This design comes from an exercise in tuning for small area and a short achievable clock period on the open sky130 flow, not from production work.
The RTL was checked by simulation tests, not by an equivalence proof against the original design.
No activity file was given, so power comes from the tool's default toggle rates.

==> inputs of v1 <==
==> flow/design.v <==
module xillybus_apfifo_bridge #(
   parameter int DATA_W = 128,
   parameter int ADDR_W = 4
) (
   input  logic              bus_clk,
   input  logic              reset,
   input  logic              user_w_write_128_wren,
   input  logic [DATA_W-1:0] user_w_write_128_data,
   output logic              user_w_write_128_full,
   input  logic              user_w_write_128_open,
   input  logic              user_r_read_128_rden,
   output logic [DATA_W-1:0] user_r_read_128_data,
   output logic              user_r_read_128_empty,
   output logic              user_r_read_128_eof,
   input  logic              user_r_read_128_open,
   output logic [DATA_W-1:0] in_dout,
   output logic              in_empty_n,
   input  logic              in_read,
   output logic              in_closed,
   input  logic [DATA_W-1:0] out_din,
   output logic              out_full_n,
   input  logic              out_write,
   input  logic              out_last,
   output logic              overflow
);
   localparam int DEPTH = 1 << ADDR_W;
   localparam int RA    = DEPTH - 1;           
   logic [RA-1:0][DATA_W-1:0] mem_a;
   logic [DATA_W-1:0]         head_a;
   logic [RA-1:0]             wsel_a, rsel_a;   
   logic [DEPTH-1:0]          therm_a;          
   logic                      empty_a_q;        
   logic wren, rd_a, empty_a, one_a, full_a, ge2_a;
   logic pop_a, push_a, drop_a, ramw_a;
   logic head_in_a, head_hold_a;
   logic [RA-1:0]     head_ram_a;
   logic [DEPTH-1:0]  therm_a_nxt;
   logic [DATA_W-1:0] head_a_nxt;
   assign wren    = user_w_write_128_wren;
   assign rd_a    = in_read;
   assign empty_a = !therm_a[0];
   assign one_a   = therm_a[0] && !therm_a[1];
   assign ge2_a   = therm_a[1];
   assign full_a  = therm_a[DEPTH-1];
   assign pop_a  = rd_a && !empty_a;
   assign push_a = wren && (!full_a || rd_a);
   assign drop_a = wren && full_a && !rd_a;
   assign ramw_a = push_a && !empty_a && !(one_a && rd_a);
   assign head_ram_a  = rsel_a & {RA{rd_a && ge2_a}};
   assign head_in_a   = (rd_a && one_a) || (wren && empty_a);
   assign head_hold_a = !(rd_a && !empty_a) && !(wren && empty_a);
   always_comb begin
      head_a_nxt = ({DATA_W{head_in_a}} & user_w_write_128_data) | ({DATA_W{head_hold_a}} & head_a);
      for (int i = 0; i < RA; i++)
         head_a_nxt = head_a_nxt | ({DATA_W{head_ram_a[i]}} & mem_a[i]);
   end
   always_comb begin
      case ({push_a, pop_a})
         2'b10:   therm_a_nxt = {therm_a[DEPTH-2:0], 1'b1};
         2'b01:   therm_a_nxt = {1'b0, therm_a[DEPTH-1:1]};
         default: therm_a_nxt = therm_a;
      endcase
   end
   always_ff @(posedge bus_clk) begin
      for (int i = 0; i < RA; i++)
         if (ramw_a && wsel_a[i]) mem_a[i] <= user_w_write_128_data;
      head_a <= head_a_nxt;
   end
   always_ff @(posedge bus_clk) begin
      if (reset) begin
         wsel_a    <= RA'(1);
         rsel_a    <= RA'(1);
         therm_a   <= '0;
         empty_a_q <= 1'b1;
      end else begin
         if (ramw_a)           wsel_a <= {wsel_a[RA-2:0], wsel_a[RA-1]};
         if (rd_a && ge2_a)    rsel_a <= {rsel_a[RA-2:0], rsel_a[RA-1]};
         therm_a   <= therm_a_nxt;
         empty_a_q <= !therm_a_nxt[0];
      end
   end
   assign user_w_write_128_full = therm_a[DEPTH-1];
   assign in_dout               = head_a;
   assign in_empty_n            = therm_a[0];
   assign in_closed             = !user_w_write_128_open && empty_a_q;
   typedef enum logic [1:0] {
      RD_CLOSED = 2'd0,
      RD_STREAM = 2'd1,
      RD_DRAIN  = 2'd2,
      RD_EOF    = 2'd3
   } rd_state_t;
   logic [DEPTH-1:0][DATA_W-1:0] mem_b;
   logic [DEPTH-1:0]             wsel_b, rsel_b;
   logic [DEPTH-1:0]             therm_b;     
   logic [DATA_W-1:0]            rd_data_q, rd_data_nxt;
   logic                         empty_q, eof_q, full_n_q;
   rd_state_t                    state, state_nxt;
   logic open_b, empty_b, full_b, push_b, pop_b, drop_b, rd_hold;
   logic [DEPTH-1:0] rd_sel;
   logic [DEPTH-1:0] therm_b_nxt;
   assign open_b  = user_r_read_128_open;
   assign empty_b = !therm_b[0];
   assign full_b  = therm_b[DEPTH-1];
   assign pop_b  = open_b && user_r_read_128_rden && !empty_b;
   assign push_b = open_b && (state == RD_STREAM) && out_write && !full_b;
   assign drop_b = open_b && (state == RD_STREAM) && out_write && full_b;
   always_comb begin
      state_nxt = state;
      case (state)
         RD_CLOSED: state_nxt = RD_STREAM;
         RD_STREAM: if (push_b && out_last) state_nxt = RD_DRAIN;
         RD_DRAIN:  if (empty_b) state_nxt = RD_EOF;
         default:   state_nxt = RD_EOF;
      endcase
      if (!open_b) state_nxt = RD_CLOSED;
   end
   always_comb begin
      case ({push_b, pop_b})
         2'b10:   therm_b_nxt = {therm_b[DEPTH-2:0], 1'b1};
         2'b01:   therm_b_nxt = {1'b0, therm_b[DEPTH-1:1]};
         default: therm_b_nxt = therm_b;
      endcase
      if (!open_b) therm_b_nxt = '0;
   end
   assign rd_sel  = rsel_b & {DEPTH{pop_b && !reset}};
   assign rd_hold = !pop_b && !reset;
   always_comb begin
      rd_data_nxt = {DATA_W{rd_hold}} & rd_data_q;
      for (int i = 0; i < DEPTH; i++)
         rd_data_nxt = rd_data_nxt | ({DATA_W{rd_sel[i]}} & mem_b[i]);
   end
   always_ff @(posedge bus_clk) begin
      for (int i = 0; i < DEPTH; i++)
         if (push_b && wsel_b[i]) mem_b[i] <= out_din;
      rd_data_q <= rd_data_nxt;
   end
   always_ff @(posedge bus_clk) begin
      if (reset || !open_b) begin
         wsel_b <= DEPTH'(1);
         rsel_b <= DEPTH'(1);
      end else begin
         if (push_b) wsel_b <= {wsel_b[DEPTH-2:0], wsel_b[DEPTH-1]};
         if (pop_b)  rsel_b <= {rsel_b[DEPTH-2:0], rsel_b[DEPTH-1]};
      end
   end
   always_ff @(posedge bus_clk) begin
      if (reset) begin
         state    <= RD_CLOSED;
         therm_b  <= '0;
         empty_q  <= 1'b1;
         eof_q    <= 1'b0;
         full_n_q <= 1'b1;
      end else begin
         state    <= state_nxt;
         therm_b  <= therm_b_nxt;
         empty_q  <= !therm_b_nxt[0];
         eof_q    <= (state_nxt == RD_EOF);
         full_n_q <= (state_nxt == RD_CLOSED) ||
                     ((state_nxt == RD_STREAM) && !therm_b_nxt[DEPTH-1]);
      end
   end
   assign user_r_read_128_data  = rd_data_q;
   assign user_r_read_128_empty = empty_q;
   assign user_r_read_128_eof   = eof_q;
   assign out_full_n            = full_n_q;
   always_ff @(posedge bus_clk) begin
      if (reset)                 overflow <= 1'b0;
      else if (drop_a || drop_b) overflow <= 1'b1;
   end
endmodule
==> flow/flow/run.sh <==
#!/bin/bash
# Standard layout, except that the port buffers that global placement inserts on every
# input and output are buf_2 cells instead of the tool's default choice.
set -euo pipefail
export BUFFER_PORTS_ARGS="-buffer_cell sky130_fd_sc_hd__buf_2"
bash standard.sh > make_finish.log 2>&1
==> flow/standard.sh <==
#!/bin/bash
# synth_recipe.tcl (not shown) runs the flow's synth.tcl, then flattens the netlist and writes it again
# the make line also repeats each setting of config.mk as NAME=value (left out here)
make -C /OpenROAD-flow-scripts/flow DESIGN_CONFIG=/design/flow/config.mk WORK_HOME=/design/flow/orfs CLKGATE_MAP_FILE= SYNTH_SCRIPT=/design/flow/synth_recipe.tcl "${@:-finish}"
==> flow/config.mk <==
export PLATFORM = sky130hd
export DESIGN_NAME = xillybus_apfifo_bridge
export DESIGN_NICKNAME = xillybus_apfifo_bridge
export VERILOG_FILES = /design/flow/design.v
export SDC_FILE = /design/flow/constraint.sdc
export NUM_CORES = 4
export LEC_CHECK = 0
export CAP_MARGIN = 20
export CORE_MARGIN = 2
export CORE_UTILIZATION = 65
export CTS_CLUSTER_DIAMETER = 80
export CTS_CLUSTER_SIZE = 30
export PLACE_DENSITY = 0.7
export SETUP_SLACK_MARGIN = 2.5
export SLEW_MARGIN = 20
==> flow/constraint.sdc <==
create_clock -name core_clock -period 5.0 [get_ports {bus_clk}]
set_input_delay 1.0000 -clock core_clock [delete_from_list [all_inputs] [get_ports {bus_clk}]]
set_output_delay 1.0000 -clock core_clock [all_outputs]
set_load 0.01 [all_outputs]
==> inputs of v27, as changes to v1 <==
==> flow/design.v (replaced) <==
module xillybus_apfifo_bridge #(
   parameter int DATA_W = 128,
   parameter int ADDR_W = 4
) (
   input  logic              bus_clk,
   input  logic              reset,
   input  logic              user_w_write_128_wren,
   input  logic [DATA_W-1:0] user_w_write_128_data,
   output logic              user_w_write_128_full,
   input  logic              user_w_write_128_open,
   input  logic              user_r_read_128_rden,
   output logic [DATA_W-1:0] user_r_read_128_data,
   output logic              user_r_read_128_empty,
   output logic              user_r_read_128_eof,
   input  logic              user_r_read_128_open,
   output logic [DATA_W-1:0] in_dout,
   output logic              in_empty_n,
   input  logic              in_read,
   output logic              in_closed,
   input  logic [DATA_W-1:0] out_din,
   output logic              out_full_n,
   input  logic              out_write,
   input  logic              out_last,
   output logic              overflow
);
   localparam int DEPTH = 1 << ADDR_W;
   localparam int RA    = DEPTH - 1;           
   logic [RA-1:0][DATA_W-1:0] mem_a;
   logic [DATA_W-1:0]         head_a;
   logic [RA-1:0]             wsel_a, rsel_a;   
   logic [ADDR_W:0]           cnt_a;
   logic                      empty_a, one_a, full_a;   
   logic pop_a, push_a, drop_a, ramw_a, ramr_a, head_en_a;
   logic [ADDR_W:0] cnt_a_nxt;
   logic [DATA_W-1:0] ram_q_a;
   assign pop_a     = in_read && !empty_a;
   assign push_a    = user_w_write_128_wren && (!full_a || in_read);
   assign drop_a    = user_w_write_128_wren && full_a && !in_read;
   assign ramw_a    = push_a && !empty_a && !(one_a && in_read);
   assign ramr_a    = in_read && !empty_a && !one_a;
   assign head_en_a = pop_a || (user_w_write_128_wren && empty_a);
   always_comb begin
      ram_q_a = '0;
      for (int i = 0; i < RA; i++)
         ram_q_a = ram_q_a | ({DATA_W{rsel_a[i]}} & mem_a[i]);
   end
   always_comb begin
      cnt_a_nxt = cnt_a;
      case ({push_a, pop_a})
         2'b10:   cnt_a_nxt = cnt_a + 1'b1;
         2'b01:   cnt_a_nxt = cnt_a - 1'b1;
         default: cnt_a_nxt = cnt_a;
      endcase
   end
   always_ff @(posedge bus_clk) begin
      for (int i = 0; i < RA; i++)
         if (ramw_a && wsel_a[i]) mem_a[i] <= user_w_write_128_data;
      if (head_en_a) head_a <= ramr_a ? ram_q_a : user_w_write_128_data;
   end
   always_ff @(posedge bus_clk) begin
      if (reset) begin
         wsel_a  <= RA'(1);
         rsel_a  <= RA'(1);
         cnt_a   <= '0;
         empty_a <= 1'b1;
         one_a   <= 1'b0;
         full_a  <= 1'b0;
      end else begin
         if (ramw_a) wsel_a <= {wsel_a[RA-2:0], wsel_a[RA-1]};
         if (ramr_a) rsel_a <= {rsel_a[RA-2:0], rsel_a[RA-1]};
         cnt_a   <= cnt_a_nxt;
         empty_a <= (cnt_a_nxt == '0);
         one_a   <= (cnt_a_nxt == 1);
         full_a  <= (cnt_a_nxt == DEPTH);
      end
   end
   assign user_w_write_128_full = full_a;
   assign in_dout               = head_a;
   assign in_empty_n            = !empty_a;
   assign in_closed             = !user_w_write_128_open && empty_a;
   typedef enum logic [1:0] {
      RD_CLOSED = 2'd0,
      RD_STREAM = 2'd1,
      RD_DRAIN  = 2'd2,
      RD_EOF    = 2'd3
   } rd_state_t;
   logic [DEPTH-1:0][DATA_W-1:0] mem_b;
   logic [DEPTH-1:0]             wsel_b, rsel_b;
   logic [ADDR_W:0]              cnt_b;
   logic                         empty_b, full_b;
   logic [DATA_W-1:0]            rd_data_q, ram_q_b;
   logic                         eof_q, full_n_q;
   rd_state_t                    state, state_nxt;
   logic open_b, push_b, pop_b, drop_b, rd_en;
   logic [ADDR_W:0] cnt_b_nxt;
   assign open_b = user_r_read_128_open;
   assign pop_b  = open_b && user_r_read_128_rden && !empty_b;
   assign push_b = open_b && (state == RD_STREAM) && out_write && !full_b;
   assign drop_b = open_b && (state == RD_STREAM) && out_write && full_b;
   always_comb begin
      state_nxt = state;
      case (state)
         RD_CLOSED: state_nxt = RD_STREAM;
         RD_STREAM: if (push_b && out_last) state_nxt = RD_DRAIN;
         RD_DRAIN:  if (empty_b) state_nxt = RD_EOF;
         default:   state_nxt = RD_EOF;
      endcase
      if (!open_b) state_nxt = RD_CLOSED;
   end
   always_comb begin
      cnt_b_nxt = cnt_b;
      case ({push_b, pop_b})
         2'b10:   cnt_b_nxt = cnt_b + 1'b1;
         2'b01:   cnt_b_nxt = cnt_b - 1'b1;
         default: cnt_b_nxt = cnt_b;
      endcase
      if (!open_b) cnt_b_nxt = '0;
   end
   always_comb begin
      ram_q_b = '0;
      for (int i = 0; i < DEPTH; i++)
         ram_q_b = ram_q_b | ({DATA_W{rsel_b[i] && !reset}} & mem_b[i]);
   end
   assign rd_en = pop_b || reset;
   always_ff @(posedge bus_clk) begin
      for (int i = 0; i < DEPTH; i++)
         if (push_b && wsel_b[i]) mem_b[i] <= out_din;
      if (rd_en) rd_data_q <= ram_q_b;
   end
   always_ff @(posedge bus_clk) begin
      if (reset || !open_b) begin
         wsel_b <= DEPTH'(1);
         rsel_b <= DEPTH'(1);
      end else begin
         if (push_b) wsel_b <= {wsel_b[DEPTH-2:0], wsel_b[DEPTH-1]};
         if (pop_b)  rsel_b <= {rsel_b[DEPTH-2:0], rsel_b[DEPTH-1]};
      end
   end
   always_ff @(posedge bus_clk) begin
      if (reset) begin
         state    <= RD_CLOSED;
         cnt_b    <= '0;
         empty_b  <= 1'b1;
         full_b   <= 1'b0;
         eof_q    <= 1'b0;
         full_n_q <= 1'b1;
      end else begin
         state    <= state_nxt;
         cnt_b    <= cnt_b_nxt;
         empty_b  <= (cnt_b_nxt == '0);
         full_b   <= (cnt_b_nxt == DEPTH);
         eof_q    <= (state_nxt == RD_EOF);
         full_n_q <= (state_nxt == RD_CLOSED) ||
                     ((state_nxt == RD_STREAM) && (cnt_b_nxt != DEPTH));
      end
   end
   assign user_r_read_128_data  = rd_data_q;
   assign user_r_read_128_empty = empty_b;
   assign user_r_read_128_eof   = eof_q;
   assign out_full_n            = full_n_q;
   always_ff @(posedge bus_clk) begin
      if (reset)                 overflow <= 1'b0;
      else if (drop_a || drop_b) overflow <= 1'b1;
   end
endmodule
==> flow/run.sh (new file) <==
#!/bin/bash
# synth_recipe.tcl (not shown) runs the flow's synth.tcl, then flattens the netlist and writes it again
# the make line also repeats each setting of config.mk as NAME=value (left out here)
make -C /OpenROAD-flow-scripts/flow DESIGN_CONFIG=/design/flow/config.mk WORK_HOME=/design/flow/orfs CLKGATE_MAP_FILE= SYNTH_SCRIPT=/design/flow/synth_recipe.tcl finish
Settings changed: CORE_UTILIZATION 65 to 40, CTS_CLUSTER_DIAMETER 80 to default, CTS_CLUSTER_SIZE 30 to default, PLACE_DENSITY 0.7 to default, SETUP_SLACK_MARGIN 2.5 to 2.8.
removed: flow/flow/run.sh
removed: flow/standard.sh
==> comparison table <==
item	v1	v27
Core outline area	232500 sq um	379200 sq um
Wire length on met1	148.7 mm	183.4 mm
Clock group share of total power	29.3%	41.0%
Hold Path Sink	eof_q$_SDFF_PP0_	full_b$_SDFF_PP0_
Combined global-route utilization of all metal layers	34.84%	24.77%
Worst flop-to-flop path startpoint	rsel_a[11]$_SDFFE_PP0N_	state[1]$_SDFF_PP0_
Critical Path Source	empty_a_q$_SDFF_PP1_	rd_data_q[25]$_DFFE_PP_
Reported sequential group power	0.0398 W	0.0406 W
Peak supply drop	0.4542 mV	0.3352 mV
Final core area utilization	71.11%	49.61%
Net count of the mapped netlist	8373	8250
Count of clock-net buffers in the final layout	271	511
Hold Worst Slack	0.3714 ns	0.4530 ns
Outcome	complete, no violations	complete, no violations
Maximum number of pins on one net before global-route repair	150	136

static timing again, ports no longer ideal:
The results above use ideal ports. As a check the final layouts listed here were re-extracted and re-timed, cells and wires unchanged. Step 1 (the two cells are an assumption about what drives the block):
set clk [get_ports {bus_clk}]
set_driving_cell -lib_cell sky130_fd_sc_hd__clkbuf_16 $clk
set_driving_cell -lib_cell sky130_fd_sc_hd__buf_2 [delete_from_list [all_inputs] $clk]
Step 2, shift: input delay + t, output delay - t, t = (earliest + latest rising clock arrival at the registers) / 2. This alone moves slack from input paths to output paths. Three values: ideal, step 1, step 2; two values: the first two.
run | shift t [ns] | setup WS [ns] | worst slew at a driven data input, ns
v1 | 0.960 | 2.466 / 2.362 / 1.490 | 0.22
v27 | 1.059 | 2.210 / 2.106 / 1.300 | 0.38
After both steps every run listed still meets setup and hold. For v1, which loses most, drivers alone change the setup slack by -0.104 ns; drivers and shift together by -0.976 ns.
